Background: an optimization exercise with open tools, aiming at small area. Do not read the settings as production practice.
Only simulation tests tie the RTL to the original design; equivalence was not proved.
Power is estimated from default activity; no workload was simulated.

### design/flow/design.v
`timescale 1ns / 1ps
package spq_pkg;
	localparam int DEPTH_DEFAULT = 16;
	localparam int ID_W = 6;
	localparam int PRI_W = 4;
	localparam int PAY_W = 32;
	localparam int FUNC_W = 2;
	localparam int OCC_W = 5;
	localparam logic [FUNC_W-1:0] FUNC_PUSH = 2'd0;
	localparam logic [FUNC_W-1:0] FUNC_POP = 2'd1;
	localparam logic [FUNC_W-1:0] FUNC_CLEAR = 2'd2;
	typedef enum logic {
		ST_IDLE,
		ST_HOLD
	} ctl_state_t;
	typedef struct packed {
		logic push;
		logic pop;
		logic clear;
		logic load;
	} ctl_cmd_t;
	typedef struct packed {
		logic full;
		logic empty;
	} dp_status_t;
endpackage
`timescale 1ns / 1ps
module spq_ctrl
(
	input  logic              clk,
	input  logic              arst_n,
	input  logic              req_valid,
	output logic              req_stall,
	output logic              rsp_valid,
	input  logic              rsp_stall,
	input  logic [spq_pkg::FUNC_W-1:0] func,
	input  spq_pkg::dp_status_t        status,
	output spq_pkg::ctl_cmd_t          cmd
);
	spq_pkg::ctl_state_t state_q;
	spq_pkg::ctl_state_t state_d;
	logic       accept;
	always_ff @(posedge clk or negedge arst_n) begin
		if (!arst_n) begin
			state_q <= spq_pkg::ST_IDLE;
		end else begin
			state_q <= state_d;
		end
	end
	always_comb begin
		req_stall = (state_q == spq_pkg::ST_HOLD) && rsp_stall;
		rsp_valid = (state_q == spq_pkg::ST_HOLD);
		accept = req_valid && !req_stall;
		cmd.load = accept;
		cmd.push = accept && (func == spq_pkg::FUNC_PUSH) && !status.full;
		cmd.pop = accept && (func == spq_pkg::FUNC_POP) && !status.empty;
		cmd.clear = accept && (func == spq_pkg::FUNC_CLEAR);
		state_d = state_q;
		case (state_q)
			spq_pkg::ST_IDLE: begin
				if (accept) begin
					state_d = spq_pkg::ST_HOLD;
				end
			end
			spq_pkg::ST_HOLD: begin
				if (!rsp_stall && !accept) begin
					state_d = spq_pkg::ST_IDLE;
				end
			end
			default: begin
				state_d = spq_pkg::ST_IDLE;
			end
		endcase
	end
endmodule
`timescale 1ns / 1ps
module spq_dp
#(
	parameter int DEPTH = spq_pkg::DEPTH_DEFAULT
) (
	input  logic             clk,
	input  logic             arst_n,
	input  spq_pkg::ctl_cmd_t         cmd,
	input  logic [spq_pkg::ID_W-1:0]  requester_id,
	input  logic [spq_pkg::PRI_W-1:0] priority_req,
	input  logic [spq_pkg::PAY_W-1:0] payload,
	output spq_pkg::dp_status_t       status,
	output logic             accepted,
	output logic [spq_pkg::ID_W-1:0]  popped_id,
	output logic [spq_pkg::PRI_W-1:0] popped_priority,
	output logic [spq_pkg::PAY_W-1:0] popped_payload,
	output logic [spq_pkg::OCC_W-1:0] occupancy,
	output logic [spq_pkg::ID_W-1:0]  head_id,
	output logic [spq_pkg::ID_W-1:0]  tail_id,
	output logic             is_empty
);
	localparam int CNT_W = $clog2(DEPTH + 1);
	logic [spq_pkg::ID_W-1:0]  id_q  [DEPTH];
	logic [spq_pkg::PRI_W-1:0] pri_q [DEPTH];
	logic [spq_pkg::PAY_W-1:0] pay_q [DEPTH];
	logic [DEPTH-1:0] vld_q;
	logic [DEPTH-1:0] ge;
	logic [CNT_W-1:0] count_q;
	logic [CNT_W-1:0] count_d;
	logic [spq_pkg::ID_W-1:0]  tail_q;
	logic [spq_pkg::ID_W-1:0]  tail_d;
	logic [spq_pkg::ID_W-1:0]  head_d;
	logic             empty_d;
	for (genvar g = 0; g < DEPTH; g++) begin : g_cell
		logic prev_ge;
		assign ge[g] = vld_q[g] && (pri_q[g] >= priority_req);
		if (g == 0) begin : g_first
			assign prev_ge = 1'b1;
		end else begin : g_rest
			assign prev_ge = ge[g-1];
		end
		always_ff @(posedge clk) begin
			if (cmd.push && !ge[g]) begin
				if (prev_ge) begin
					id_q[g] <= requester_id;
					pri_q[g] <= priority_req;
					pay_q[g] <= payload;
				end else begin
					id_q[g] <= id_q[(g == 0) ? 0 : g-1];
					pri_q[g] <= pri_q[(g == 0) ? 0 : g-1];
					pay_q[g] <= pay_q[(g == 0) ? 0 : g-1];
				end
			end else if (cmd.pop && (g < DEPTH - 1)) begin
				id_q[g] <= id_q[(g < DEPTH - 1) ? g+1 : g];
				pri_q[g] <= pri_q[(g < DEPTH - 1) ? g+1 : g];
				pay_q[g] <= pay_q[(g < DEPTH - 1) ? g+1 : g];
			end
		end
		always_ff @(posedge clk or negedge arst_n) begin
			if (!arst_n) begin
				vld_q[g] <= 1'b0;
			end else if (cmd.clear) begin
				vld_q[g] <= 1'b0;
			end else if (cmd.push) begin
				vld_q[g] <= vld_q[g] | ((g == 0) ? 1'b1 : vld_q[(g == 0) ? 0 : g-1]);
			end else if (cmd.pop) begin
				vld_q[g] <= (g == DEPTH - 1) ? 1'b0 : vld_q[(g < DEPTH - 1) ? g+1 : g];
			end
		end
	end
	assign status.full = vld_q[DEPTH-1];
	assign status.empty = !vld_q[0];
	always_comb begin
		count_d = count_q;
		tail_d = tail_q;
		head_d = vld_q[0] ? id_q[0] : '0;
		if (cmd.clear) begin
			count_d = '0;
			head_d = '0;
		end else if (cmd.push) begin
			count_d = count_q + CNT_W'(1);
			if (ge == vld_q) begin
				tail_d = requester_id;
			end
			if (!ge[0]) begin
				head_d = requester_id;
			end
		end else if (cmd.pop) begin
			count_d = count_q - CNT_W'(1);
			head_d = vld_q[1] ? id_q[1] : '0;
		end
		empty_d = (count_d == '0);
	end
	always_ff @(posedge clk or negedge arst_n) begin
		if (!arst_n) begin
			count_q <= '0;
			tail_q <= '0;
		end else begin
			count_q <= count_d;
			tail_q <= tail_d;
		end
	end
	always_ff @(posedge clk) begin
		if (cmd.load) begin
			accepted <= cmd.push | cmd.pop | cmd.clear;
			popped_id <= cmd.pop ? id_q[0] : '0;
			popped_priority <= cmd.pop ? pri_q[0] : '0;
			popped_payload <= cmd.pop ? pay_q[0] : '0;
			occupancy <= spq_pkg::OCC_W'(count_d);
			head_id <= head_d;
			tail_id <= empty_d ? '0 : tail_d;
			is_empty <= empty_d;
		end
	end
endmodule
`timescale 1ns / 1ps
module sorted_priority_queue_top
#(
	parameter int DEPTH = spq_pkg::DEPTH_DEFAULT
) (
	input  logic              clk,
	input  logic              arst_n,
	input  logic              req_valid,
	output logic              req_stall,
	input  logic [spq_pkg::FUNC_W-1:0] func,
	input  logic [spq_pkg::ID_W-1:0]   requester_id,
	input  logic [spq_pkg::PRI_W-1:0]  priority_req,
	input  logic [spq_pkg::PAY_W-1:0]  payload,
	output logic              rsp_valid,
	input  logic              rsp_stall,
	output logic              accepted,
	output logic [spq_pkg::ID_W-1:0]   popped_id,
	output logic [spq_pkg::PRI_W-1:0]  popped_priority,
	output logic [spq_pkg::PAY_W-1:0]  popped_payload,
	output logic [spq_pkg::OCC_W-1:0]  occupancy,
	output logic [spq_pkg::ID_W-1:0]   head_id,
	output logic [spq_pkg::ID_W-1:0]   tail_id,
	output logic              is_empty
);
	spq_pkg::ctl_cmd_t   cmd;
	spq_pkg::dp_status_t status;
	spq_ctrl u_ctrl (
		.clk       (clk),
		.arst_n    (arst_n),
		.req_valid (req_valid),
		.req_stall (req_stall),
		.rsp_valid (rsp_valid),
		.rsp_stall (rsp_stall),
		.func      (func),
		.status    (status),
		.cmd       (cmd)
	);
	spq_dp #(
		.DEPTH (DEPTH)
	) u_dp (
		.clk             (clk),
		.arst_n          (arst_n),
		.cmd             (cmd),
		.requester_id    (requester_id),
		.priority_req    (priority_req),
		.payload         (payload),
		.status          (status),
		.accepted        (accepted),
		.popped_id       (popped_id),
		.popped_priority (popped_priority),
		.popped_payload  (popped_payload),
		.occupancy       (occupancy),
		.head_id         (head_id),
		.tail_id         (tail_id),
		.is_empty        (is_empty)
	);
endmodule
### design/flow/run.sh
#!/bin/bash
# synth_recipe.tcl (not shown) runs the flow's synth.tcl, then flattens the netlist and writes it again
# the make line also repeats each setting of config.mk as NAME=value (left out here)
make -C /OpenROAD-flow-scripts/flow DESIGN_CONFIG=/design/flow/config.mk WORK_HOME=/design/flow/orfs CLKGATE_MAP_FILE= SYNTH_SCRIPT=/design/flow/synth_recipe.tcl finish
### design/flow/config.mk
export PLATFORM = sky130hd
export DESIGN_NAME = sorted_priority_queue_top
export DESIGN_NICKNAME = sorted_priority_queue_top
export VERILOG_FILES = /design/flow/design.v
export SDC_FILE = /design/flow/constraint.sdc
export NUM_CORES = 4
export LEC_CHECK = 0
export CAP_MARGIN = 20
export CORE_MARGIN = 2
export CORE_UTILIZATION = 45
export PLACE_DENSITY = 0.6
export SLEW_MARGIN = 20
### design/flow/constraint.sdc
create_clock -name core_clock -period 4.0 [get_ports {clk}]
set_input_delay 0.8000 -clock core_clock [delete_from_list [all_inputs] [get_ports {clk}]]
set_output_delay 0.8000 -clock core_clock [all_outputs]
set_load 0.01 [all_outputs]
==> flow_metrics.env, run 1 <==
export IMPL_grt_first_pass_wirelength_mm=141
export IMPL_tightestPinTransition_ps=1150
export IMPL_status="timing/DRC/antenna clean"
export IMPL_critical_path_arrival_ps=3660
export IMPL_floorplan_rows=107
export IMPL_cts_repair_resize_count=0
export IMPL_critical_path_cell_count=11
export IMPL_max_freq_ghz=0.302
export IMPL_ant_nets=0
export IMPL_synth_enable_flop_cells=733
export IMPL_avgViaCountPerCell=5.51
export IMPL_async_flop_share_pct=3.68
export IMPL_cts_buffers_inserted=81
export IMPL_max_cap_violations=0
export IMPL_dpl_cell_count=4363
export IMPL_synth_warning_count=5
export IMPL_slew_limit_headroom_pct=23.0
export IMPL_pwr_density_cell_mw_per_mm2=498
export IMPL_setup_tns_final_ps=0
export IMPL_ys_dominant_reg_cell="sky130_fd_sc_hd__edfxtp_1"
export IMPL_setup_repair_after_global_routing_missed_its_margin="no"
export IMPL_critical_path_n_buffers_inverters=4
export IMPL_post_synth_inst_count=3290
export IMPL_horizontal_extent_of_the_die_um=296
export IMPL_drtPass1Iterations=6
export IMPL_criticalPathCategory="primary input to flip-flop"
export IMPL_worstPathMaxFanout=31
export IMPL_finalWeightedCongestion=0.794
export IMPL_route_detailed_drc=0
export IMPL_hold_path_start="u_dp.tail_q[3]$_DFF_PN0_"
export IMPL_cell_with_the_largest_stage_delay_on_the_worst_path="sky130_fd_sc_hd__o21ai_1"
export IMPL_reg2reg_end="u_dp.tail_id[3]$_SDFFCE_PP0P_"
export IMPL_design_die_area_mm2=0.0878
export IMPL_root_buffer="sky130_fd_sc_hd__clkbuf_16"
export IMPL_nNetsFinal=3412
export IMPL_mostFrequentLayoutCells="sky130_fd_sc_hd__edfxtp_1, sky130_fd_sc_hd__a21oi_1, sky130_fd_sc_hd__nor2_1, sky130_fd_sc_hd__mux2i_1, sky130_fd_sc_hd__clkdlybuf4s50_1"
export IMPL_cts_htree_levels=3
export IMPL_worst_endpoint_required_ps=4340
export IMPL_routed_wire_length_per_instance_um=19.7
export IMPL_post_synth_instance_area_mm2=0.0384
export IMPL_mostFrequentLayoutCell="sky130_fd_sc_hd__edfxtp_1"
export IMPL_vdd_drop_max_mv=0.314
export IMPL_min_delay_path_class="flip-flop to flip-flop"
export IMPL_cellLeakagePower_nw=17.7
export IMPL_placement_setup_worst_slack_ps=78.1
export IMPL_cts_post_setup_buffers_inserted=0
export IMPL_period_needed_ps=3320
export IMPL_crit_reg2reg_launch="u_dp.pri_q[12][3]$_DFFE_PP_"
export IMPL_die_height_um=296
export IMPL_fin_worst_skew_ps=25.8
export IMPL_clock_path_buffers=3
export IMPL_area_growth_pct=13.7
export IMPL_final_clock_period_utilization_by_the_worst_path_pct=82.9
export IMPL_hold_slack_ps=499
export IMPL_grt_start_max_net_pins=85
export IMPL_tritoncts="built"
export IMPL_gr_overflow_total=0
export IMPL_syn_mean_instance_area_um2=11.7
export IMPL_ys_ff_latch=761
export IMPL_synthDistinctLibCells=47
export IMPL_worst_hold_path_num_cells=1
export IMPL_synth_nets=3400
export IMPL_vias_in_the_first_global_route=23700
export IMPL_hold_path_endpoint="u_dp.tail_q[3]$_DFF_PN0_"
export IMPL_non_filler_instance_count_after_layout=4510
export IMPL_final_util_pct=51.5
export IMPL_placement_cell_area_mm2=0.0411
export IMPL_drt_total_wl_mm=89.0
export IMPL_top_level_pins=111
export IMPL_slowest_delay_ps=470
export IMPL_worstRegToRegCells=8
export IMPL_slew_viol_final=0
export IMPL_cts_hold_buf=0
export IMPL_finalSetupViolCount=0
export IMPL_synth_largest_area_cell="sky130_fd_sc_hd__edfxtp_1"
export IMPL_dr_total_vias=24900
export IMPL_clock_sinks=761
export IMPL_synth_yosys_seq_area_share_pct=59.1
export IMPL_cts_reportedPaths_clkPinSlew_ps=60
export IMPL_postLayoutCellArea_mm2=0.0437
export IMPL_core_area_mm2=0.0849
export IMPL_dp_hpwl_mm=62.0
export IMPL_placement_io_buffers=110
export IMPL_worstSkewPairLatency_ps=620
export IMPL_total_power_mw=21.8
export IMPL_path_cells="clkdlybuf4s50_1, clkinv_1, buf_12, ha_1, o211ai_1, o21ai_1, o2111ai_1, nor4_4, buf_4, mux2_2, nor2b_1"
export IMPL_yosysTopAreaCellShare_pct=57.3
export IMPL_hold_viol=0
export IMPL_worst_setup_path_end_kind="flip-flop"
export IMPL_timing_critical_path_max_delay_family="buffers and inverters"
export IMPL_grt_antenna_before_repair=0
export IMPL_regToRegSetupSlack_ps=1220
export IMPL_initial_cell_density_of_the_core_pct=45.3
export IMPL_drt_iter0_markers=2479
export IMPL_antenna_cells_inserted=0
export IMPL_ys_top_cells_by_area="sky130_fd_sc_hd__edfxtp_1, sky130_fd_sc_hd__mux2i_1, sky130_fd_sc_hd__a21oi_1"
export IMPL_setup_ws_ps=683
export IMPL_drive_gt1_share_pct=9.92
export IMPL_cp_start_kind="primary input"
export IMPL_gr_usage_all_layers_pct=20.1
[cell usage after synthesis, drive strengths merged (16+ instances only)]
| library cell | number |
|---|---|
| o211ai | 27 |
| buf | 122 |
| or2 | 16 |
| a21oi | 666 |
| dfrtp | 28 |
| nor3b | 16 |
| ha | 62 |
| o21ai | 36 |
| mux2 | 84 |
| and2 | 42 |
| edfxtp | 733 |
| mux2i | 549 |
| nand2 | 28 |
| clkbuf | 142 |
| nor2 | 643 |
| inv | 30 |
[state kept, by name (all words and copies together) (netlist names)]
name,cells
u_dp.tail_id,6
u_dp.is_empty,1
u_dp.occupancy,5
u_dp.popped_id,6
u_dp.popped_payload,32
u_dp.tail_q,6
u_dp.popped_priority,4
u_dp.head_id,6
u_dp.vld_q,16
u_dp.pay_q,512
u_dp.count_q,5
u_ctrl.state_q,1
u_dp.pri_q,64
u_dp.id_q,96
u_dp.accepted,1
[per-layer routing]
metal / vias up / GRT usage (%) / part of all wire [%] / routed length (µm)
met5: - / 0 / 0 / 0
met4: 0 / 4.78 / 1.5 / 1320
met3: 87 / 2.33 / 5.2 / 4630
met2: 673 / 28.7 / 42 / 37200
met1: 12000 / 32.4 / 51 / 45800
li1: 12100 / - / - / -
[cell type report]
type	instances	area (µm²)
clock buffer	106	2200
clock inverter	41	337
fill	7434	41200
inverter	33	124
multi-input combinational	2232	14600
sequential	761	22700
tap	1144	1430
timing repair buffer	193	2250
[worst max-delay path by stage]
stage,endpoint,slack (ps),start
floorplan,u_dp.tail_id[0]$_SDFFCE_PP0P_,150,req_valid
global placement,u_dp.tail_id[0]$_SDFFCE_PP0P_,130,priority_req[3]
detailed placement,u_dp.tail_id[0]$_SDFFCE_PP0P_,80,priority_req[3]
CTS,u_dp.tail_id[0]$_SDFFCE_PP0P_,730,priority_req[3]
global route,u_dp.tail_id[5]$_SDFFCE_PP0P_,560,priority_req[3]
finish,u_dp.tail_id[3]$_SDFFCE_PP0P_,680,priority_req[3]
[logic make-up (layout without fill, tap and decap cells)]
| logic type | after synthesis | after routing | synth area share [%] |
|---|---|---|---|
| compound gates | 763 | 763 | 10.5 |
| buf+inv | 297 | 373 | 3.22 |
| flops | 761 | 761 | 59.1 |
| xor+xnor | 1 | 1 | 0.0228 |
| fa+ha+maj | 62 | 62 | 2.02 |
| mux | 633 | 633 | 16.8 |
| simple gates | 773 | 773 | 8.36 |
[power by group]
part / leakage, nW / internal (mW) / total [mW] / switching (mW)
clock network: 1.24 / 4.20 / 7.29 / 3.08
registers: 7.08 / 9.62 / 10.1 / 0.472
logic: 9.43 / 1.84 / 4.40 / 2.55
==> run 2: changes to the inputs <==
--- a/design/flow/design.v
+++ b/design/flow/design.v
@@ -97,2 +97,3 @@
 	localparam int CNT_W = $clog2(DEPTH + 1);
+	localparam int RK_W = $clog2(DEPTH);
 	logic [spq_pkg::ID_W-1:0]  id_q  [DEPTH];
@@ -100,33 +101,45 @@
 	logic [spq_pkg::PAY_W-1:0] pay_q [DEPTH];
+	logic [RK_W-1:0]  rank_q [DEPTH];
 	logic [DEPTH-1:0] vld_q;
+	logic [CNT_W-1:0] count_q;
+	logic [spq_pkg::ID_W-1:0] tail_q;
+	logic             acc_q;
+	logic             pop_q;
 	logic [DEPTH-1:0] ge;
-	logic [CNT_W-1:0] count_q;
-	logic [CNT_W-1:0] count_d;
-	logic [spq_pkg::ID_W-1:0]  tail_q;
-	logic [spq_pkg::ID_W-1:0]  tail_d;
-	logic [spq_pkg::ID_W-1:0]  head_d;
-	logic             empty_d;
-	for (genvar g = 0; g < DEPTH; g++) begin : g_cell
-		logic prev_ge;
-		assign ge[g] = vld_q[g] && (pri_q[g] >= priority_req);
-		if (g == 0) begin : g_first
-			assign prev_ge = 1'b1;
-		end else begin : g_rest
-			assign prev_ge = ge[g-1];
-		end
+	logic [DEPTH-1:0] lt;
+	logic [DEPTH-1:0] free_slot;
+	logic [DEPTH-1:0] sel_head;
+	logic [DEPTH-1:0] sel_pop;
+	logic [RK_W-1:0]  new_rank;
+	always_comb begin
+		logic all_vld;
+		all_vld = 1'b1;
+		new_rank = '0;
+		for (int s = 0; s < DEPTH; s++) begin
+			ge[s] = pri_q[s] >= priority_req;
+			lt[s] = vld_q[s] && !ge[s];
+			free_slot[s] = all_vld && !vld_q[s];
+			all_vld = all_vld && vld_q[s];
+			new_rank = new_rank + RK_W'(vld_q[s] && ge[s]);
+			sel_head[s] = vld_q[s] && (rank_q[s] == '0);
+			sel_pop[s] = pop_q && !vld_q[s] && (rank_q[s] == '1);
+		end
+	end
+	for (genvar g = 0; g < DEPTH; g++) begin : g_slot
 		always_ff @(posedge clk) begin
-			if (cmd.push && !ge[g]) begin
-				if (prev_ge) begin
-					id_q[g] <= requester_id;
-					pri_q[g] <= priority_req;
-					pay_q[g] <= payload;
-				end else begin
-					id_q[g] <= id_q[(g == 0) ? 0 : g-1];
-					pri_q[g] <= pri_q[(g == 0) ? 0 : g-1];
-					pay_q[g] <= pay_q[(g == 0) ? 0 : g-1];
+			if (cmd.push && free_slot[g]) begin
+				id_q[g] <= requester_id;
+				pri_q[g] <= priority_req;
+				pay_q[g] <= payload;
+			end
+		end
+		always_ff @(posedge clk) begin
+			if (cmd.push) begin
+				if (free_slot[g]) begin
+					rank_q[g] <= new_rank;
+				end else if (lt[g]) begin
+					rank_q[g] <= rank_q[g] + RK_W'(1);
 				end
-			end else if (cmd.pop && (g < DEPTH - 1)) begin
-				id_q[g] <= id_q[(g < DEPTH - 1) ? g+1 : g];
-				pri_q[g] <= pri_q[(g < DEPTH - 1) ? g+1 : g];
-				pay_q[g] <= pay_q[(g < DEPTH - 1) ? g+1 : g];
+			end else if (cmd.pop) begin
+				rank_q[g] <= vld_q[g] ? rank_q[g] - RK_W'(1) : '0;
 			end
@@ -138,32 +151,11 @@
 				vld_q[g] <= 1'b0;
-			end else if (cmd.push) begin
-				vld_q[g] <= vld_q[g] | ((g == 0) ? 1'b1 : vld_q[(g == 0) ? 0 : g-1]);
-			end else if (cmd.pop) begin
-				vld_q[g] <= (g == DEPTH - 1) ? 1'b0 : vld_q[(g < DEPTH - 1) ? g+1 : g];
-			end
-		end
-	end
-	assign status.full = vld_q[DEPTH-1];
-	assign status.empty = !vld_q[0];
-	always_comb begin
-		count_d = count_q;
-		tail_d = tail_q;
-		head_d = vld_q[0] ? id_q[0] : '0;
-		if (cmd.clear) begin
-			count_d = '0;
-			head_d = '0;
-		end else if (cmd.push) begin
-			count_d = count_q + CNT_W'(1);
-			if (ge == vld_q) begin
-				tail_d = requester_id;
-			end
-			if (!ge[0]) begin
-				head_d = requester_id;
-			end
-		end else if (cmd.pop) begin
-			count_d = count_q - CNT_W'(1);
-			head_d = vld_q[1] ? id_q[1] : '0;
-		end
-		empty_d = (count_d == '0);
-	end
+			end else if (cmd.push && free_slot[g]) begin
+				vld_q[g] <= 1'b1;
+			end else if (cmd.pop && sel_head[g]) begin
+				vld_q[g] <= 1'b0;
+			end
+		end
+	end
+	assign status.full = (count_q == CNT_W'(DEPTH));
+	assign status.empty = (count_q == '0);
 	always_ff @(posedge clk or negedge arst_n) begin
@@ -171,6 +163,13 @@
 			count_q <= '0;
-			tail_q <= '0;
-		end else begin
-			count_q <= count_d;
-			tail_q <= tail_d;
+		end else if (cmd.clear) begin
+			count_q <= '0;
+		end else if (cmd.push) begin
+			count_q <= count_q + CNT_W'(1);
+		end else if (cmd.pop) begin
+			count_q <= count_q - CNT_W'(1);
+		end
+	end
+	always_ff @(posedge clk) begin
+		if (cmd.push && !(|lt)) begin
+			tail_q <= requester_id;
 		end
@@ -179,12 +178,22 @@
 		if (cmd.load) begin
-			accepted <= cmd.push | cmd.pop | cmd.clear;
-			popped_id <= cmd.pop ? id_q[0] : '0;
-			popped_priority <= cmd.pop ? pri_q[0] : '0;
-			popped_payload <= cmd.pop ? pay_q[0] : '0;
-			occupancy <= spq_pkg::OCC_W'(count_d);
-			head_id <= head_d;
-			tail_id <= empty_d ? '0 : tail_d;
-			is_empty <= empty_d;
-		end
-	end
+			acc_q <= cmd.push | cmd.pop | cmd.clear;
+			pop_q <= cmd.pop;
+		end
+	end
+	always_comb begin
+		popped_id = '0;
+		popped_priority = '0;
+		popped_payload = '0;
+		head_id = '0;
+		for (int s = 0; s < DEPTH; s++) begin
+			popped_id = popped_id | ({spq_pkg::ID_W{sel_pop[s]}} & id_q[s]);
+			popped_priority = popped_priority | ({spq_pkg::PRI_W{sel_pop[s]}} & pri_q[s]);
+			popped_payload = popped_payload | ({spq_pkg::PAY_W{sel_pop[s]}} & pay_q[s]);
+			head_id = head_id | ({spq_pkg::ID_W{sel_head[s]}} & id_q[s]);
+		end
+	end
+	assign accepted = acc_q;
+	assign occupancy = spq_pkg::OCC_W'(count_q);
+	assign is_empty = (count_q == '0);
+	assign tail_id = is_empty ? '0 : tail_q;
 endmodule
==> run 2 against run 1 <==
Now fails the layout checks on setup timing. Global-route usage up 7.4 points. Combinational power fell by 61%. Critical path depth is 10 higher. Largest cell class unchanged.
==> flow_metrics.env, run 2 <==
export IMPL_dp_hpwl_mm=59.0
export IMPL_antenna_cells_inserted=0
export IMPL_cts_buffers_inserted=82
export IMPL_pwr_density_cell_mw_per_mm2=454
export IMPL_worstPathMaxFanout=4
export IMPL_grt_first_pass_wirelength_mm=149
export IMPL_criticalPathCategory="primary input to flip-flop"
export IMPL_top_level_pins=111
export IMPL_largest_reg_by_ff_count="u_dp.pay_q"
export IMPL_status="failed layout checks"
export IMPL_grt_start_max_net_pins=81
export IMPL_post_synth_inst_count=2186
export IMPL_min_delay_path_class="primary input to asynchronous set/reset pin"
export IMPL_mostFrequentLayoutCell="sky130_fd_sc_hd__edfxtp_1"
export IMPL_finalWeightedCongestion=0.903
export IMPL_post_synth_instance_area_mm2=0.0329
export IMPL_critical_path_arrival_ps=5910
export IMPL_largest_register_ff_count=512
export IMPL_cellLeakagePower_nw=14.1
export IMPL_synth_yosys_seq_area_share_pct=69.6
export IMPL_placement_io_buffers=110
export IMPL_drtPass1Iterations=8
export IMPL_cp_start_kind="primary input"
export IMPL_finalSetupViolCount=64
export IMPL_clock_sinks=766
export IMPL_slew_limit_headroom_pct=29.5
export IMPL_avgViaCountPerCell=6.38
export IMPL_check_faults="setup timing"
export IMPL_yosysTopAreaCellShare_pct=68.0
export IMPL_drt_iter0_markers=2794
export IMPL_async_flop_share_pct=2.87
export IMPL_ant_nets=0
export IMPL_routed_wire_length_per_instance_um=29.8
export IMPL_total_power_mw=18.4
export IMPL_postLayoutCellArea_mm2=0.0405
export IMPL_drt_total_wl_mm=104
export IMPL_synth_nets=2349
export IMPL_gr_overflow_total=0
export IMPL_floorplan_rows=99
export IMPL_route_detailed_drc=0
export IMPL_final_util_pct=55.8
export IMPL_horizontal_extent_of_the_die_um=274
export IMPL_max_cap_violations=0
export IMPL_initial_cell_density_of_the_core_pct=45.3
export IMPL_cts_reportedPaths_clkPinSlew_ps=60
export IMPL_placement_cell_area_mm2=0.0372
export IMPL_ys_ff_latch=766
export IMPL_synthDistinctLibCells=61
export IMPL_clock_path_buffers=3
export IMPL_tightestPinTransition_ps=1050
export IMPL_vias_in_the_first_global_route=21900
export IMPL_die_height_um=274
export IMPL_gr_usage_all_layers_pct=27.6
export IMPL_design_die_area_mm2=0.0752
export IMPL_cts_htree_levels=3
export IMPL_synth_largest_area_cell="sky130_fd_sc_hd__edfxtp_1"
export IMPL_worst_setup_path_end_kind="flip-flop"
export IMPL_reg_top3="u_dp.pay_q: 512 flops, u_dp.id_q: 96 flops"
export IMPL_most_frequent_cell_after_synthesis="sky130_fd_sc_hd__edfxtp_1"
export IMPL_final_clock_period_utilization_by_the_worst_path_pct=138
export IMPL_setup_ws_ps=-1530
export IMPL_ys_top_cells_by_area="sky130_fd_sc_hd__edfxtp_1, sky130_fd_sc_hd__a22o_1, sky130_fd_sc_hd__a221oi_1"
export IMPL_grt_antenna_before_repair=5
export IMPL_hold_slack_ps=597
export IMPL_synth_enable_flop_cells=744
export IMPL_root_buffer="sky130_fd_sc_hd__clkbuf_16"
export IMPL_nNetsFinal=2636
export IMPL_mostFrequentLayoutCells="sky130_fd_sc_hd__edfxtp_1, sky130_fd_sc_hd__a22o_1, sky130_fd_sc_hd__a221oi_1, sky130_fd_sc_hd__buf_4, sky130_fd_sc_hd__ha_1"
export IMPL_core_area_mm2=0.0726
export IMPL_max_freq_ghz=0.181
export IMPL_tritoncts="built"
export IMPL_vdd_drop_max_mv=0.355
export IMPL_dr_total_vias=22300
export IMPL_setup_repair_after_global_routing_missed_its_margin="yes"
export IMPL_yosys_top_cells_count="sky130_fd_sc_hd__edfxtp_1, sky130_fd_sc_hd__a22o_1, sky130_fd_sc_hd__a221oi_1, sky130_fd_sc_hd__o21ai_0, sky130_fd_sc_hd__ha_1"
export IMPL_drive_gt1_share_pct=18.7
export IMPL_slew_viol_final=0
export IMPL_period_needed_ps=5530
export IMPL_worstSkewPairLatency_ps=640
export IMPL_area_growth_pct=23.2
export IMPL_syn_mean_instance_area_um2=15.0
export IMPL_worst_endpoint_required_ps=4380
export IMPL_fin_worst_skew_ps=26.9
export IMPL_hold_viol=0
export IMPL_synth_warning_count=6
export IMPL_ys_dominant_reg_cell="sky130_fd_sc_hd__edfxtp_1"
[run 2: cells by family after synthesis]
logic type	after synthesis	share of synthesized area, %
AOI/OAI and AO/OA	614	14.3
xor gates and xnor gates	75	2.00
adders and majority gates	115	4.63
buffers and inverters	208	2.50
DFF	766	69.6
muxes	18	0.548
and+or+nand+nor	390	6.42
[run 2: worst max-delay path: stages]
cell and delay (ps):
sky130_fd_sc_hd__clkdlybuf4s15_2 230, sky130_fd_sc_hd__clkinvlp_4 180, sky130_fd_sc_hd__ha_4 200, sky130_fd_sc_hd__or3_1 380, sky130_fd_sc_hd__o21ai_2 90, sky130_fd_sc_hd__nor3b_2 70
sky130_fd_sc_hd__ha_1 310, sky130_fd_sc_hd__inv_2 40, sky130_fd_sc_hd__fa_1 510, sky130_fd_sc_hd__fa_1 440, sky130_fd_sc_hd__fa_1 520, sky130_fd_sc_hd__inv_2 40
sky130_fd_sc_hd__fa_1 490, sky130_fd_sc_hd__fa_2 380, sky130_fd_sc_hd__fa_2 410, sky130_fd_sc_hd__xor2_4 220, sky130_fd_sc_hd__buf_12 150, sky130_fd_sc_hd__buf_6 110
sky130_fd_sc_hd__nand2_4 50, sky130_fd_sc_hd__o21ai_2 40, sky130_fd_sc_hd__a22o_1 220
[run 2: metrics by stage]
step	instances	TNS, ps	setup slack (ps)
6_report	3501	-76360	-1530
5_1_grt	3501	-85340	-1670
4_1_cts	3498	-72400	-1450
3_5_place_dp	3333	-141450	-2470
3_3_place_gp	3333	-139730	-2430
2_1_floorplan	2186	-89420	-1580
[run 2: power by group]
group	total (mW)	internal [mW]	switching (mW)	leakage, nW
Combinational	1.73	0.740	0.988	5.79
Sequential	9.08	8.95	0.127	7.01
Clock	7.57	4.36	3.21	1.30
[run 2: per-layer routing]
layer	GRT usage [%]	vias to the layer above	share of wire, %
met5	0	-	0.066
met1	37.5	11300	40
met3	5.64	289	8.9
met2	43.5	1233	47
li1	-	9442	-
met4	11.2	10	4.1
[run 2: final cells by class]
class | instances | area (µm²)
inverter | 83 | 327
tap | 959 | 1200
timing repair buffer | 328 | 3460
sequential | 766 | 22900
fill | 5803 | 32100
multi-input combinational | 1212 | 9920
clock inverter | 55 | 548
clock buffer | 98 | 2130
[run 2: worst paths after layout]
check	slack (ps)	startpoint	endpoint	depth (start not counted)
worst min-delay path	600	arst_n	u_dp.vld_q[8]$_DFFE_PN0P_	2
worst max-delay path	-1530	priority_req[3]	u_dp.rank_q[10][2]$_DFFE_PP_	21
max in group asynchronous	3060	arst_n	u_dp.vld_q[15]$_DFFE_PN0P_	2
worst min register to register	620	u_dp.count_q[3]$_DFFE_PN0P_	u_dp.count_q[3]$_DFFE_PN0P_	2
worst max register to register	-1510	u_dp.pri_q[1][0]$_DFFE_PP_	u_dp.rank_q[10][2]$_DFFE_PP_	20
min in group core_clock	620	u_dp.count_q[3]$_DFFE_PN0P_	u_dp.count_q[3]$_DFFE_PN0P_	2
[run 2: repair_timing]
| action | 4_1_cts | 5_1_grt |
|---|---|---|
| hold buffers | 0 | 0 |
| gates cloned | 1 | 0 |
| setup endpoints to repair | 68 | 80 |
| pin swaps | 26 | 27 |
| setup buffers | 11 | 6 |
| gates resized for setup | 96 | 59 |
==> run 3: changes to the inputs <==
--- a/design/flow/design.v
+++ b/design/flow/design.v
@@ -97,8 +97,7 @@
 	localparam int CNT_W = $clog2(DEPTH + 1);
-	localparam int RK_W = $clog2(DEPTH);
+	localparam int SL_W = $clog2(DEPTH);
 	logic [spq_pkg::ID_W-1:0]  id_q  [DEPTH];
+	logic [spq_pkg::PAY_W-1:0] pay_q [DEPTH];
 	logic [spq_pkg::PRI_W-1:0] pri_q [DEPTH];
-	logic [spq_pkg::PAY_W-1:0] pay_q [DEPTH];
-	logic [RK_W-1:0]  rank_q [DEPTH];
-	logic [DEPTH-1:0] vld_q;
+	logic [SL_W-1:0]  slot_q [DEPTH];
 	logic [CNT_W-1:0] count_q;
@@ -107,39 +106,42 @@
 	logic             pop_q;
+	logic [DEPTH-1:0] vld;
 	logic [DEPTH-1:0] ge;
-	logic [DEPTH-1:0] lt;
-	logic [DEPTH-1:0] free_slot;
+	logic             lt_any;
+	logic [DEPTH-1:0] sel_new;
 	logic [DEPTH-1:0] sel_head;
 	logic [DEPTH-1:0] sel_pop;
-	logic [RK_W-1:0]  new_rank;
+	logic             empty;
+	assign empty = (count_q == '0);
+	function automatic logic pri_ge(input logic [spq_pkg::PRI_W-1:0] a,
+			input logic [spq_pkg::PRI_W-1:0] b);
+		logic r;
+		r = 1'b1;
+		for (int i = 0; i < spq_pkg::PRI_W; i++) begin
+			r = (a[i] & !b[i]) | ((a[i] | !b[i]) & r);
+		end
+		pri_ge = r;
+	endfunction
 	always_comb begin
-		logic all_vld;
-		all_vld = 1'b1;
-		new_rank = '0;
+		lt_any = 1'b0;
+		for (int r = 0; r < DEPTH; r++) begin
+			vld[r] = (count_q > CNT_W'(r));
+			ge[r] = vld[r] && pri_ge(pri_q[r], priority_req);
+			lt_any = lt_any | (vld[r] && !ge[r]);
+		end
 		for (int s = 0; s < DEPTH; s++) begin
-			ge[s] = pri_q[s] >= priority_req;
-			lt[s] = vld_q[s] && !ge[s];
-			free_slot[s] = all_vld && !vld_q[s];
-			all_vld = all_vld && vld_q[s];
-			new_rank = new_rank + RK_W'(vld_q[s] && ge[s]);
-			sel_head[s] = vld_q[s] && (rank_q[s] == '0);
-			sel_pop[s] = pop_q && !vld_q[s] && (rank_q[s] == '1);
-		end
-	end
-	for (genvar g = 0; g < DEPTH; g++) begin : g_slot
+			sel_new[s] = (slot_q[DEPTH-1] == SL_W'(s));
+			sel_head[s] = !empty && (slot_q[0] == SL_W'(s));
+			sel_pop[s] = pop_q && sel_new[s];
+		end
+	end
+	for (genvar r = 0; r < DEPTH; r++) begin : g_pos
+		localparam int PREV = (r == 0) ? 0 : r - 1;
+		localparam int NEXT = (r == DEPTH - 1) ? 0 : r + 1;
+		logic take_new;
+		assign take_new = (r == 0) ? 1'b1 : ge[PREV];
 		always_ff @(posedge clk) begin
-			if (cmd.push && free_slot[g]) begin
-				id_q[g] <= requester_id;
-				pri_q[g] <= priority_req;
-				pay_q[g] <= payload;
-			end
-		end
-		always_ff @(posedge clk) begin
-			if (cmd.push) begin
-				if (free_slot[g]) begin
-					rank_q[g] <= new_rank;
-				end else if (lt[g]) begin
-					rank_q[g] <= rank_q[g] + RK_W'(1);
-				end
+			if (cmd.push && !ge[r]) begin
+				pri_q[r] <= take_new ? priority_req : pri_q[PREV];
 			end else if (cmd.pop) begin
-				rank_q[g] <= vld_q[g] ? rank_q[g] - RK_W'(1) : '0;
+				pri_q[r] <= pri_q[NEXT];
 			end
@@ -148,9 +150,15 @@
 			if (!arst_n) begin
-				vld_q[g] <= 1'b0;
-			end else if (cmd.clear) begin
-				vld_q[g] <= 1'b0;
-			end else if (cmd.push && free_slot[g]) begin
-				vld_q[g] <= 1'b1;
-			end else if (cmd.pop && sel_head[g]) begin
-				vld_q[g] <= 1'b0;
+				slot_q[r] <= SL_W'(r);
+			end else if (cmd.push && !ge[r]) begin
+				slot_q[r] <= take_new ? slot_q[DEPTH-1] : slot_q[PREV];
+			end else if (cmd.pop) begin
+				slot_q[r] <= slot_q[NEXT];
+			end
+		end
+	end
+	for (genvar s = 0; s < DEPTH; s++) begin : g_slot
+		always_ff @(posedge clk) begin
+			if (cmd.push && sel_new[s]) begin
+				id_q[s] <= requester_id;
+				pay_q[s] <= payload;
 			end
@@ -159,3 +167,3 @@
 	assign status.full = (count_q == CNT_W'(DEPTH));
-	assign status.empty = (count_q == '0);
+	assign status.empty = empty;
 	always_ff @(posedge clk or negedge arst_n) begin
@@ -172,3 +180,3 @@
 	always_ff @(posedge clk) begin
-		if (cmd.push && !(|lt)) begin
+		if (cmd.push && !lt_any) begin
 			tail_q <= requester_id;
@@ -184,3 +192,2 @@
 		popped_id = '0;
-		popped_priority = '0;
 		popped_payload = '0;
@@ -189,3 +196,2 @@
 			popped_id = popped_id | ({spq_pkg::ID_W{sel_pop[s]}} & id_q[s]);
-			popped_priority = popped_priority | ({spq_pkg::PRI_W{sel_pop[s]}} & pri_q[s]);
 			popped_payload = popped_payload | ({spq_pkg::PAY_W{sel_pop[s]}} & pay_q[s]);
@@ -194,6 +200,7 @@
 	end
+	assign popped_priority = pop_q ? pri_q[DEPTH-1] : '0;
 	assign accepted = acc_q;
 	assign occupancy = spq_pkg::OCC_W'(count_q);
-	assign is_empty = (count_q == '0);
-	assign tail_id = is_empty ? '0 : tail_q;
+	assign is_empty = empty;
+	assign tail_id = empty ? '0 : tail_q;
 endmodule
--- a/design/flow/config.mk
+++ b/design/flow/config.mk
@@ -11,2 +11,3 @@
 export PLACE_DENSITY = 0.6
+export SETUP_SLACK_MARGIN = 0.1
 export SLEW_MARGIN = 20
==> run 3 against run 2 <==
Now clean on timing, DRC and antenna. Power grew 28%. Via count shrank 3.7%. Combinational power grew to 3.6 times the previous value. First-iteration DRC count is 13% lower. Clock-buffer cell count rose by 1. Largest cell class unchanged. Setup slack improved by 1700 ps. Global-route usage is 1.3 points lower. Highest routed layer is now met4.
==> flow_metrics.env, run 3 <==
export IMPL_critical_path_arrival_ps=3040
export IMPL_syn_mean_instance_area_um2=14.3
export IMPL_cts_hold_buf=0
export IMPL_drt_total_wl_mm=94.7
export IMPL_worst_setup_path_end_kind="primary output"
export IMPL_top_level_pins=111
export IMPL_ys_dominant_reg_cell="sky130_fd_sc_hd__edfxtp_1"
export IMPL_mostFrequentLayoutCells="sky130_fd_sc_hd__edfxtp_1, sky130_fd_sc_hd__nand2_1, sky130_fd_sc_hd__a22o_1, sky130_fd_sc_hd__buf_4, sky130_fd_sc_hd__a221oi_1"
export IMPL_synth_yosys_seq_area_share_pct=70.4
export IMPL_cp_start_kind="flip-flop"
export IMPL_initial_cell_density_of_the_core_pct=45.2
export IMPL_drtPass1Iterations=5
export IMPL_non_filler_instance_count_after_layout=3439
export IMPL_cts_buffers_inserted=79
export IMPL_grt_antenna_before_repair=3
export IMPL_die_height_um=269
export IMPL_root_buffer="sky130_fd_sc_hd__clkbuf_16"
export IMPL_drive_gt1_share_pct=18.1
export IMPL_tritoncts="built"
export IMPL_grt_first_pass_wirelength_mm=139
export IMPL_area_growth_pct=20.9
export IMPL_vias_in_the_first_global_route=21200
export IMPL_largest_reg_by_ff_count="u_dp.pay_q"
export IMPL_core_area_mm2=0.0698
export IMPL_cts_reportedPaths_clkPinSlew_ps=60
export IMPL_synth_nets=2260
export IMPL_pwr_density_cell_mw_per_mm2=616
export IMPL_sw_frac_of_total_pct=31.1
export IMPL_slew_limit_headroom_pct=40.2
export IMPL_mostFrequentLayoutCell="sky130_fd_sc_hd__edfxtp_1"
export IMPL_fill_cells=5659
export IMPL_cell_with_the_largest_stage_delay_on_the_worst_path="sky130_fd_sc_hd__clkdlybuf4s50_1"
export IMPL_synthDistinctLibCells=83
export IMPL_clock_power_share_pct=31.5
export IMPL_floorplan_rows=97
export IMPL_ys_top_cells_by_area="sky130_fd_sc_hd__edfxtp_1, sky130_fd_sc_hd__a221oi_1, sky130_fd_sc_hd__a22o_1"
export IMPL_criticalPathCategory="flip-flop to primary output"
export IMPL_path_cells="buf_4, nor2_1, a221oi_1, o21ai_0, o31ai_1, a21oi_2, clkdlybuf4s50_1"
export IMPL_vdd_drop_max_mv=0.419
export IMPL_synth_largest_area_cell="sky130_fd_sc_hd__edfxtp_1"
export IMPL_horizontal_extent_of_the_die_um=269
export IMPL_reg_top3="u_dp.pay_q: 512 flops, u_dp.id_q: 96 flops"
export IMPL_fin_worst_skew_ps=26.9
export IMPL_share_seq_of_total_power_pct=41.8
export IMPL_clock_sinks=750
export IMPL_slowest_delay_ps=580
export IMPL_yosys_top_cells_count="sky130_fd_sc_hd__edfxtp_1, sky130_fd_sc_hd__nand2_1, sky130_fd_sc_hd__a221oi_1, sky130_fd_sc_hd__a22o_1, sky130_fd_sc_hd__nor2_1"
export IMPL_post_synth_instance_area_mm2=0.0316
export IMPL_internal_power_consumption_mw=16.2
export IMPL_final_clock_period_utilization_by_the_worst_path_pct=96.0
export IMPL_route_detailed_drc=0
export IMPL_dp_hpwl_mm=55.4
export IMPL_min_delay_path_class="primary input to asynchronous set/reset pin"
export IMPL_max_freq_ghz=0.260
export IMPL_worstPathMaxFanout=29
export IMPL_gr_overflow_total=0
export IMPL_worst_endpoint_required_ps=3200
export IMPL_placement_setup_worst_slack_ps=151
export IMPL_slew_viol_final=0
export IMPL_largest_register_ff_count=512
export IMPL_setup_tns_final_ps=0
export IMPL_post_synth_inst_count=2207
export IMPL_drt_iter0_markers=2425
export IMPL_yosysTopAreaCellShare_pct=64.7
export IMPL_clock_path_buffers=3
export IMPL_synth_enable_flop_cells=680
export IMPL_tightestPinTransition_ps=895
export IMPL_ys_ff_latch=750
export IMPL_synth_warning_count=6
export IMPL_finalWeightedCongestion=0.886
export IMPL_design_die_area_mm2=0.0723
export IMPL_placement_io_buffers=110
export IMPL_most_frequent_cell_after_synthesis="sky130_fd_sc_hd__edfxtp_1"
export IMPL_power_frac_comb_pct=26.7
export IMPL_ant_nets=0
export IMPL_total_power_mw=23.5
export IMPL_hold_viol=0
export IMPL_setup_repair_after_global_routing_missed_its_margin="no"
export IMPL_setup_ws_ps=161
export IMPL_grt_start_max_net_pins=59
export IMPL_gr_usage_all_layers_pct=26.2
export IMPL_nNetsFinal=2489
export IMPL_period_needed_ps=3840
export IMPL_finalSetupViolCount=0
export IMPL_dr_total_vias=21500
export IMPL_switchingPower_mw=7.31
export IMPL_worstSkewPairLatency_ps=650
export IMPL_dpl_cell_count=3258
export IMPL_cts_htree_levels=3
export IMPL_avgViaCountPerCell=6.25
export IMPL_async_flop_share_pct=9.33
export IMPL_max_cap_violations=0
export IMPL_cellLeakagePower_nw=13.2
export IMPL_status="timing/DRC/antenna clean"
export IMPL_routed_wire_length_per_instance_um=27.5
-- run 3: cell types whose count changed in the layout (fill, tap and decap cells not counted), moves of 53 or more --
| cell | change |
|---|---|
| sky130_fd_sc_hd__a21oi_1 | +60 |
| sky130_fd_sc_hd__a221oi_1 | -59 |
| sky130_fd_sc_hd__edfxtp_1 | -64 |
| sky130_fd_sc_hd__ha_1 | -96 |
| sky130_fd_sc_hd__mux2i_1 | +74 |
| sky130_fd_sc_hd__nand2_1 | +87 |
| sky130_fd_sc_hd__nor2_1 | +53 |
-- run 3: cell type report --
type                    count  area (µm²)  area share (%)
clock inverters            41         547            1.43
inverters                  38         153           0.400
well taps                 940        1180            3.08
flip-flops and latches    750       22200            58.2
diodes                      4        10.0          0.0262
multi-input cells        1276        9140            23.9
clock buffers              99        2070            5.43
repair buffers            291        2860            7.48
-- run 3: timing repair --
item,4_1_cts,5_1_grt
gates resized for setup,86,39
endpoints found under the setup margin,44,39
pin swaps,23,13
gates cloned,2,0
buffers inserted,28,7
-- run 3: stage by stage --
step | util (%) | hold WS (ps) | area [µm²]
after floorplan | - | 473 | 31600
after global placement | 49.9 | 491 | 34900
after detailed placement | 50.0 | 496 | 34900
after CTS | 54.4 | 281 | 38000
after global routing | 54.7 | 301 | 38200
final | 54.7 | 272 | 38200
-- run 3: power by group through the flow --
stage | Clock, mW | Combinational (mW) | Sequential, mW
after floorplan | 0 | 3.49 | 9.66
after global placement | 0 | 6.07 | 9.93
after detailed placement | 0 | 6.13 | 9.93
after CTS | 7.52 | 6.13 | 9.79
after global routing | 7.83 | 6.76 | 9.87
final | 7.41 | 6.29 | 9.82
-- run 3: path summary, 6_finish.rpt --
path	from	end	slack, ps	cells past startpoint
max	u_dp.slot_q[0][2]$_DFFE_PN0P_	head_id[3]	160	7
min	arst_n	u_ctrl.state_q$_DFF_PN0_	270	1
max reg2reg	u_dp.count_q[1]$_DFFE_PN0P_	u_dp.tail_q[4]$_DFFE_PP_	590	9
min reg2reg	u_dp.slot_q[10][1]$_DFFE_PN1P_	u_dp.slot_q[10][1]$_DFFE_PN1P_	500	2
max in group asynchronous	arst_n	u_dp.slot_q[13][3]$_DFFE_PN1P_	2820	2
min in group core_clock	u_dp.slot_q[10][1]$_DFFE_PN1P_	u_dp.slot_q[10][1]$_DFFE_PN1P_	500	2
-- run 3: critical path, delay by kind of cell (launching register included) --
| kind | cells | cell delay, ps |
|---|---|---|
| simple gates | 1 | 350 |
| buf+inv | 2 | 860 |
| flops | 1 | 450 |
| compound gates | 4 | 750 |
-- run 3: cell families after synthesis --
group	share of synthesized area [%]
DFF	70.4
AOI/OAI and AO/OA	15.6
and+or+nand+nor	7.07
buffers and inverters	2.26
muxes	3.92
adders and majority gates	0.721
xor gates and xnor gates	0.0832
-- run 3: per-layer routing --
layer	vias to the layer above	wire length, µm	global-route usage (%)
li1	9311	-	-
met1	10900	39400	36.6
met2	1086	44400	41.9
met3	199	8080	4.67
met4	0	2780	8.57
met5	-	0	0
==> run 4: changes to the inputs <==
--- a/design/flow/config.mk
+++ b/design/flow/config.mk
@@ -9,4 +9,4 @@
 export CORE_MARGIN = 2
-export CORE_UTILIZATION = 45
-export PLACE_DENSITY = 0.6
+export CORE_UTILIZATION = 60
+export PLACE_DENSITY = 0.7
 export SETUP_SLACK_MARGIN = 0.1
==> run 4 against run 3 <==
Largest power group unchanged. Cell count down 8.4%. Clock-buffer cell count down 7. Via count up 2.1%.
==> flow_metrics.env, run 4 <==
export IMPL_ys_ff_latch=750
export IMPL_hold_viol=0
export IMPL_vias_in_the_first_global_route=21100
export IMPL_post_synth_inst_count=2207
export IMPL_dp_hpwl_mm=51.6
export IMPL_finalWeightedCongestion=0.940
export IMPL_worst_setup_path_end_kind="primary output"
export IMPL_top_level_pins=111
export IMPL_max_cap_violations=0
export IMPL_cts_reportedPaths_clkPinSlew_ps=60
export IMPL_cts_htree_levels=3
export IMPL_avgViaCountPerCell=6.97
export IMPL_min_delay_path_class="primary input to asynchronous set/reset pin"
export IMPL_period_needed_ps=3820
export IMPL_cts_hold_buf=0
export IMPL_drtPass1Iterations=7
export IMPL_worstPathMaxFanout=13
export IMPL_design_die_area_mm2=0.0545
export IMPL_dpl_cell_count=2986
export IMPL_grt_first_pass_wirelength_mm=134
export IMPL_dr_total_vias=21900
export IMPL_horizontal_extent_of_the_die_um=233
export IMPL_share_seq_of_total_power_pct=43.3
export IMPL_most_frequent_cell_after_synthesis="sky130_fd_sc_hd__edfxtp_1"
export IMPL_cts_buffers_inserted=76
export IMPL_finalSetupViolCount=0
export IMPL_drt_total_wl_mm=90.5
export IMPL_pwr_density_cell_mw_per_mm2=609
export IMPL_grt_start_max_net_pins=52
export IMPL_vdd_drop_max_mv=0.513
export IMPL_timing_critical_path_max_delay_family="buffers and inverters"
export IMPL_routed_wire_length_per_instance_um=28.7
export IMPL_critical_path_most_common_cell="sky130_fd_sc_hd__buf_4"
export IMPL_placement_cell_area_mm2=0.0344
export IMPL_die_height_um=233
export IMPL_largest_register_ff_count=512
export IMPL_max_freq_ghz=0.262
export IMPL_non_filler_instance_count_after_layout=3150
export IMPL_worstSkewPairLatency_ps=630
export IMPL_gr_usage_all_layers_pct=33.6
export IMPL_root_buffer="sky130_fd_sc_hd__clkbuf_16"
export IMPL_setup_repair_after_global_routing_missed_its_margin="no"
export IMPL_switchingPower_mw=7.08
export IMPL_total_power_mw=22.6
export IMPL_clock_path_buffers=3
export IMPL_reg_top3="u_dp.pay_q: 512 flops, u_dp.id_q: 96 flops"
export IMPL_drive_gt1_share_pct=16.2
export IMPL_cellLeakagePower_nw=12.9
export IMPL_tritoncts="built"
export IMPL_synthDistinctLibCells=83
export IMPL_final_clock_period_utilization_by_the_worst_path_pct=95.4
export IMPL_initial_cell_density_of_the_core_pct=60.3
export IMPL_core_area_mm2=0.0523
export IMPL_clock_sinks=750
export IMPL_ys_dominant_reg_cell="sky130_fd_sc_hd__edfxtp_1"
export IMPL_postLayoutCellArea_mm2=0.0371
export IMPL_cell_with_the_largest_stage_delay_on_the_worst_path="sky130_fd_sc_hd__dfstp_2"
export IMPL_critical_path_n_buffers_inverters=4
export IMPL_synth_enable_flop_cells=680
export IMPL_criticalPathCategory="flip-flop to primary output"
export IMPL_slew_limit_headroom_pct=29.6
export IMPL_ant_nets=0
export IMPL_critical_path_cell_count=10
export IMPL_yosysTopAreaCellShare_pct=64.7
export IMPL_syn_mean_instance_area_um2=14.3
export IMPL_status="timing/DRC/antenna clean"
export IMPL_floorplan_rows=84
export IMPL_largest_reg_by_ff_count="u_dp.pay_q"
export IMPL_slowest_delay_ps=550
export IMPL_grt_antenna_before_repair=3
export IMPL_worst_endpoint_required_ps=3200
export IMPL_tightestPinTransition_ps=1050
export IMPL_drt_met1_wl_mm=35.0
export IMPL_power_frac_comb_pct=26.4
export IMPL_critical_path_arrival_ps=3020
export IMPL_mostFrequentLayoutCells="sky130_fd_sc_hd__edfxtp_1, sky130_fd_sc_hd__nand2_1, sky130_fd_sc_hd__a22o_1, sky130_fd_sc_hd__a221oi_1, sky130_fd_sc_hd__buf_4"
export IMPL_sw_frac_of_total_pct=31.3
export IMPL_cp_start_kind="flip-flop"
export IMPL_fin_worst_skew_ps=20.9
export IMPL_post_synth_instance_area_mm2=0.0316
export IMPL_top_layer="met5"
export IMPL_route_detailed_drc=0
export IMPL_gr_overflow_total=0
export IMPL_synth_warning_count=6
export IMPL_clock_power_share_pct=30.3
export IMPL_yosys_top_cells_count="sky130_fd_sc_hd__edfxtp_1, sky130_fd_sc_hd__nand2_1, sky130_fd_sc_hd__a221oi_1, sky130_fd_sc_hd__a22o_1, sky130_fd_sc_hd__nor2_1"
export IMPL_setup_tns_final_ps=0
export IMPL_ys_top_cells_by_area="sky130_fd_sc_hd__edfxtp_1, sky130_fd_sc_hd__a221oi_1, sky130_fd_sc_hd__a22o_1"
export IMPL_area_growth_pct=17.6
export IMPL_synth_nets=2260
export IMPL_nNetsFinal=2451
export IMPL_placement_io_buffers=110
export IMPL_mostFrequentLayoutCell="sky130_fd_sc_hd__edfxtp_1"
export IMPL_path_cells="buf_6, nor2_1, nand2_2, buf_4, nor2_4, buf_4, a22o_1, a221oi_1, nand4_1, dlygate4sd2_1"
export IMPL_drt_iter0_markers=3120
export IMPL_synth_largest_area_cell="sky130_fd_sc_hd__edfxtp_1"
export IMPL_met2WireLength_mm=42.8
export IMPL_async_flop_share_pct=9.33
export IMPL_worstRegToRegCells=9
export IMPL_slew_viol_final=0
export IMPL_route_met3_wl_mm=9.49
export IMPL_internal_power_consumption_mw=15.5
export IMPL_synth_yosys_seq_area_share_pct=70.4
==> run 4: cell counts after synthesis <==
Identical to the previous run, type by type.
==> run 4: area by class of cell <==
type / count / area (µm²)
Sequential cell: 750 / 22200
Fill cell: 3426 / 15200
Multi-Input combinational cell: 1277 / 9060
Timing Repair Buffer: 255 / 2460
Clock buffer: 92 / 2010
Tap cell: 688 / 861
Clock inverter: 47 / 373
Inverter: 38 / 148
Antenna cell: 3 / 7.51
==> run 4: power groups by stage <==
stage / Combinational [mW] / Sequential [mW] / Clock [mW]
floorplan: 3.49 / 9.66 / 0
global placement: 5.85 / 9.91 / 0
detailed placement: 5.92 / 9.92 / 0
CTS: 5.88 / 9.77 / 6.90
global route: 6.37 / 9.85 / 7.22
finish: 5.96 / 9.80 / 6.85
==> run 4: cell families (layout without fill, tap and decap cells) <==
family / count (synthesis) / after routing / synth area share, %
flops: 750 / 750 / 70.4
compound gates: 665 / 665 / 15.6
simple gates: 473 / 475 / 7.07
buf+inv: 182 / 432 / 2.26
mux: 113 / 113 / 3.92
fa+ha+maj: 21 / 21 / 0.721
xor+xnor: 3 / 3 / 0.0832
other cells: 0 / 3 / 0
==> run 4: layer usage <==
metal / GRT usage (%) / vias to the layer above
met1: 46.9 / 11000
li1: - / 9249
met5: 0 / -
met3: 6.38 / 242
met2: 53.0 / 1465
met4: 12.5 / 2
==> run 4: worst register-to-register path, cell delays in order (launching register included) <==
cell and delay [ps]:
sky130_fd_sc_hd__dfrtp_1 600, sky130_fd_sc_hd__ha_1 260, sky130_fd_sc_hd__and3b_1 230, sky130_fd_sc_hd__o21ai_0 400, sky130_fd_sc_hd__and2_1 270, sky130_fd_sc_hd__nor3_1 70
sky130_fd_sc_hd__a2111oi_1 530, sky130_fd_sc_hd__o211ai_1 200, sky130_fd_sc_hd__nor4_2 500, sky130_fd_sc_hd__buf_4 240
==> run 4: repair_timing <==
action / 4_1_cts / 5_1_grt
buffers inserted: 15 / 4
pin swaps: 17 / 5
gates cloned: 2 / 0
resized for setup: 79 / 22
setup endpoints to repair: 39 / 49
==> run 4: path summary, 6_finish.rpt <==
| kind | startpoint | end | slack [ps] |
|---|---|---|---|
| max in group asynchronous | arst_n | u_dp.slot_q[2][1]$_DFFE_PN1P_ | 3120 |
| min | arst_n | u_dp.count_q[3]$_DFFE_PN0P_ | 70 |
| max reg2reg | u_dp.count_q[0]$_DFFE_PN0P_ | u_dp.tail_q[1]$_DFFE_PP_ | 410 |
| min in group core_clock | u_dp.slot_q[10][1]$_DFFE_PN1P_ | u_dp.slot_q[10][1]$_DFFE_PN1P_ | 510 |
| max | u_dp.slot_q[15][2]$_DFFE_PN1P_ | popped_id[2] | 180 |
| min reg2reg | u_dp.slot_q[10][1]$_DFFE_PN1P_ | u_dp.slot_q[10][1]$_DFFE_PN1P_ | 510 |
==> run 4: through the flow <==
stage	util (%)	worst slack [ps]	hold WS, ps
global route	71.0	81.0	64.6
CTS	70.7	-39.0	63.0
detailed placement	65.7	-96.5	492
floorplan	-	-842	473
finish	71.0	183	73.3
global placement	65.7	-92.7	489
==> run 5: changes to the inputs <==
--- a/design/flow/design.v
+++ b/design/flow/design.v
@@ -140,9 +140,13 @@
 		logic take_new;
+		logic c_new, c_prev, c_next, c_hold;
 		assign take_new = (r == 0) ? 1'b1 : ge[PREV];
+		assign c_new = cmd.push && !ge[r] && take_new;
+		assign c_prev = cmd.push && !ge[r] && !take_new;
+		assign c_next = cmd.pop;
+		assign c_hold = !cmd.pop && !(cmd.push && !ge[r]);
 		always_ff @(posedge clk) begin
-			if (cmd.push && !ge[r]) begin
-				pri_q[r] <= take_new ? priority_req : pri_q[PREV];
-			end else if (cmd.pop) begin
-				pri_q[r] <= pri_q[NEXT];
-			end
+			pri_q[r] <= ({spq_pkg::PRI_W{c_hold}} & pri_q[r])
+				| ({spq_pkg::PRI_W{c_new}} & priority_req)
+				| ({spq_pkg::PRI_W{c_prev}} & pri_q[PREV])
+				| ({spq_pkg::PRI_W{c_next}} & pri_q[NEXT]);
 		end
@@ -151,6 +155,7 @@
 				slot_q[r] <= SL_W'(r);
-			end else if (cmd.push && !ge[r]) begin
-				slot_q[r] <= take_new ? slot_q[DEPTH-1] : slot_q[PREV];
-			end else if (cmd.pop) begin
-				slot_q[r] <= slot_q[NEXT];
+			end else begin
+				slot_q[r] <= ({SL_W{c_hold}} & slot_q[r])
+					| ({SL_W{c_new}} & slot_q[DEPTH-1])
+					| ({SL_W{c_prev}} & slot_q[PREV])
+					| ({SL_W{c_next}} & slot_q[NEXT]);
 			end
@@ -159,7 +164,7 @@
 	for (genvar s = 0; s < DEPTH; s++) begin : g_slot
+		logic we;
+		assign we = cmd.push && sel_new[s];
 		always_ff @(posedge clk) begin
-			if (cmd.push && sel_new[s]) begin
-				id_q[s] <= requester_id;
-				pay_q[s] <= payload;
-			end
+			id_q[s] <= ({spq_pkg::ID_W{!we}} & id_q[s]) | ({spq_pkg::ID_W{we}} & requester_id);
+			pay_q[s] <= ({spq_pkg::PAY_W{!we}} & pay_q[s]) | ({spq_pkg::PAY_W{we}} & payload);
 		end
==> design/flow/flow/run.sh (new file) <==
#!/bin/bash
# The standard ORFS flow (the standard.sh) with three changes, all to how
# the layout is built, none to the design or its constraints:
#  - clock tree synthesis inserts no dummy loads,
#  - port buffers are the smallest buffer cell (buf_1) instead of a delay cell,
#  - after global routing, gates off the critical paths are downsized.
# Each make step writes its own log under orfs/logs; the whole make output is
# kept in flow_make.log.
set -uo pipefail
bash standard.sh finish \
	'CTS_ARGS=-sink_clustering_enable -repair_clock_nets -dont_use_dummy_load' \
	'BUFFER_PORTS_ARGS=-buffer_cell sky130_fd_sc_hd__buf_1' \
	RECOVER_POWER=100 > flow_make.log 2>&1
==> design/flow/standard.sh (new file) <==
#!/bin/bash
# synth_recipe.tcl (not shown) runs the flow's synth.tcl, then flattens the netlist and writes it again
# the make line also repeats each setting of config.mk as NAME=value (left out here)
make -C /OpenROAD-flow-scripts/flow DESIGN_CONFIG=/design/flow/config.mk WORK_HOME=/design/flow/orfs CLKGATE_MAP_FILE= SYNTH_SCRIPT=/design/flow/synth_recipe.tcl "${@:-finish}"
removed: design/flow/run.sh
==> run 5 against run 4 <==
Now fails the layout checks on capacitance limit, slew limit. Via count is essentially flat. Combinational power is 7.9% lower. Register-to-register slack lost 230 ps. Power is 5.5% lower. Sequential power grew 0.6%. Final area is 5.8% lower. First-iteration DRC count down 7.8%. Global-route usage grew 0.18 points. Synthesized cell count fell by 0.59%. Highest routed layer unchanged.
==> flow_metrics.env, run 5 <==
export IMPL_period_needed_ps=3900
export IMPL_gr_usage_all_layers_pct=33.7
export IMPL_cts_htree_levels=3
export IMPL_placement_cell_area_mm2=0.0331
export IMPL_grt_antenna_before_repair=4
export IMPL_synth_largest_area_cell="sky130_fd_sc_hd__edfxtp_1"
export IMPL_synth_yosys_seq_area_share_pct=69.3
export IMPL_mostFrequentLayoutCells="sky130_fd_sc_hd__edfxtp_1, sky130_fd_sc_hd__a221oi_1, sky130_fd_sc_hd__a22o_1, sky130_fd_sc_hd__nand2_1, sky130_fd_sc_hd__nor2_1"
export IMPL_root_buffer="sky130_fd_sc_hd__clkbuf_16"
export IMPL_post_synth_instance_area_mm2=0.0311
export IMPL_gr_overflow_total=0
export IMPL_max_freq_ghz=0.256
export IMPL_cts_hold_buf=0
export IMPL_yosysTopAreaCellShare_pct=59.4
export IMPL_tightestPinTransition_ps=2080
export IMPL_routed_wire_length_per_instance_um=30.2
export IMPL_check_faults="capacitance limit, slew limit"
export IMPL_crit_reg2reg_launch="u_dp.count_q[3]$_DFFE_PN0P_"
export IMPL_mostFrequentLayoutCell="sky130_fd_sc_hd__edfxtp_1"
export IMPL_setup_repair_after_global_routing_missed_its_margin="yes"
export IMPL_ys_top_cells_by_area="sky130_fd_sc_hd__edfxtp_1, sky130_fd_sc_hd__a221oi_1, sky130_fd_sc_hd__dfxtp_1"
export IMPL_async_flop_share_pct=9.33
export IMPL_route_detailed_drc=0
export IMPL_setup_tns_final_ps=0
export IMPL_design_die_area_mm2=0.0537
export IMPL_critical_path_arrival_ps=3100
export IMPL_syn_mean_instance_area_um2=14.2
export IMPL_worst_hold_path_num_cells=2
export IMPL_area_growth_pct=12.4
export IMPL_ys_ff_latch=750
export IMPL_initial_cell_density_of_the_core_pct=60.7
export IMPL_synth_nets=2247
export IMPL_final_clock_period_utilization_by_the_worst_path_pct=97.5
export IMPL_max_cap_violations=1
export IMPL_dpl_cell_count=2925
export IMPL_nNetsFinal=2393
export IMPL_horizontal_extent_of_the_die_um=232
export IMPL_hold_slack_ps=437
export IMPL_yosys_top_cells_count="sky130_fd_sc_hd__edfxtp_1, sky130_fd_sc_hd__a221oi_1, sky130_fd_sc_hd__a22o_1, sky130_fd_sc_hd__nand2_1, sky130_fd_sc_hd__nor2_1"
export IMPL_cts_buffers_inserted=77
export IMPL_placement_io_buffers=110
export IMPL_final_util_pct=68.2
export IMPL_pwr_density_cell_mw_per_mm2=611
export IMPL_slew_viol_final=36
export IMPL_total_power_mw=21.4
export IMPL_clock_path_buffers=3
export IMPL_avgViaCountPerCell=7.26
export IMPL_top_level_pins=111
export IMPL_fill_cells=3564
export IMPL_worstPathMaxFanout=13
export IMPL_min_delay_path_class="primary input to flip-flop"
export IMPL_non_filler_instance_count_after_layout=3021
export IMPL_tritoncts="built"
export IMPL_postLayoutCellArea_mm2=0.0350
export IMPL_hold_viol=0
export IMPL_post_synth_inst_count=2194
export IMPL_worst_setup_path_end_kind="primary output"
export IMPL_drive_gt1_share_pct=12.6
export IMPL_die_height_um=232
export IMPL_drtPass1Iterations=9
export IMPL_regToRegSetupSlack_ps=180
export IMPL_synthDistinctLibCells=98
export IMPL_worst_endpoint_required_ps=3200
export IMPL_synth_warning_count=6
export IMPL_placement_setup_worst_slack_ps=311
export IMPL_drt_total_wl_mm=91.2
export IMPL_worstRegToRegCells=7
export IMPL_status="failed layout checks"
export IMPL_core_area_mm2=0.0513
export IMPL_criticalPathCategory="flip-flop to primary output"
export IMPL_ant_nets=0
export IMPL_synth_enable_flop_cells=616
export IMPL_most_frequent_cell_after_synthesis="sky130_fd_sc_hd__edfxtp_1"
export IMPL_finalSetupViolCount=0
export IMPL_ys_dominant_reg_cell="sky130_fd_sc_hd__edfxtp_1"
export IMPL_worstSkewPairLatency_ps=630
export IMPL_slew_limit_headroom_pct=-38.4
export IMPL_hold_path_start="req_valid"
export IMPL_drt_iter0_markers=2877
export IMPL_cellLeakagePower_nw=11.5
export IMPL_setup_ws_ps=99.3
export IMPL_cts_reportedPaths_clkPinSlew_ps=50
export IMPL_hold_path_endpoint="u_ctrl.state_q$_DFF_PN0_"
export IMPL_grt_first_pass_wirelength_mm=134
export IMPL_vdd_drop_max_mv=0.474
export IMPL_fin_worst_skew_ps=63.9
export IMPL_dr_total_vias=21900
export IMPL_dp_hpwl_mm=49.7
export IMPL_finalWeightedCongestion=0.933
export IMPL_vias_in_the_first_global_route=21300
export IMPL_grt_start_max_net_pins=56
export IMPL_clock_sinks=750
export IMPL_cp_start_kind="flip-flop"
export IMPL_floorplan_rows=83
-- run 5: layer usage --
layer / vias to the layer above / wire length [µm] / global-route usage (%) / part of all wire (%)
met5: - / 13 / 0 / 0.014
met4: 2 / 4130 / 15.9 / 4.5
met3: 301 / 9430 / 6.79 / 10
met2: 1406 / 43600 / 53.6 / 48
met1: 11000 / 34000 / 45.1 / 37
li1: 9213 / - / - / -
-- run 5: report_power, final --
group	internal (mW)	total, mW	switching (mW)
sequential	9.12	9.86	0.742
clock	3.37	6.02	2.65
combinational	2.06	5.49	3.43
total	14.5	21.4	6.82
-- run 5: how the worst max path moves through the flow --
| stage | from | to | slack (ps) |
|---|---|---|---|
| floorplan | u_dp.count_q[0]$_DFFE_PN0P_ | flip-flop | -330 |
| global placement | priority_req[2] | u_dp.tail_q[0]$_DFFE_PP_ | 370 |
| detailed placement | priority_req[2] | u_dp.tail_q[3]$_DFFE_PP_ | 310 |
| CTS | u_dp.slot_q[15][2]$_DFF_PN1_ | popped_id[1] | 100 |
| global route | u_dp.count_q[0]$_DFFE_PN0P_ | head_id[3] | -4 |
| finish | u_dp.count_q[1]$_DFFE_PN0P_ | head_id[3] | 100 |
-- run 5: critical path, stage by stage (launching register included) --
cell and delay (ps):
sky130_fd_sc_hd__dfrtp_1 380, sky130_fd_sc_hd__inv_2 80, sky130_fd_sc_hd__ha_1 200, sky130_fd_sc_hd__or4b_4 550
sky130_fd_sc_hd__inv_2 180, sky130_fd_sc_hd__nor2_1 70, sky130_fd_sc_hd__buf_4 200, sky130_fd_sc_hd__a21oi_1 200
sky130_fd_sc_hd__a2111oi_2 100, sky130_fd_sc_hd__nor3_2 210, sky130_fd_sc_hd__o221ai_2 160, sky130_fd_sc_hd__clkbuf_2 170
-- run 5: final cells by class --
class,count,area (µm²),share of cell area [%]
antenna,3,7.51,0.0215
clock buffer,77,1930,5.51
inverter,24,90.1,0.257
multi-input combinational,1265,9110,26.0
sequential,750,21600,61.7
tap,680,851,2.43
timing repair buffer,222,1420,4.07
-- run 5: repair_timing --
item                       in CTS  in global routing
pin swaps                       3                  5
setup endpoints to repair      41                 21
gates resized for setup         7                 19
setup buffers                   6                  8
gates cloned                    1                  1
-- run 5: logic make-up (layout without fill, tap and decap cells) --
family,count (synthesis),after routing,synth area share (%)
adders and majority gates,11,11,0.398
and+or+nand+nor,493,494,7.73
other,0,3,0
xor gates and xnor gates,3,3,0.0844
buffers and inverters,180,323,2.33
DFF,750,750,69.3
muxes,64,64,2.27
AOI/OAI and AO/OA,693,693,17.9

Setup slack of run 5, layout unchanged: 0.099 ns with ideal ports, 0.033 ns with driving cells assumed (clock clkbuf_16, inputs buf_2), -0.004 ns with port delays also shifted by the 0.663 ns mid clock arrival.
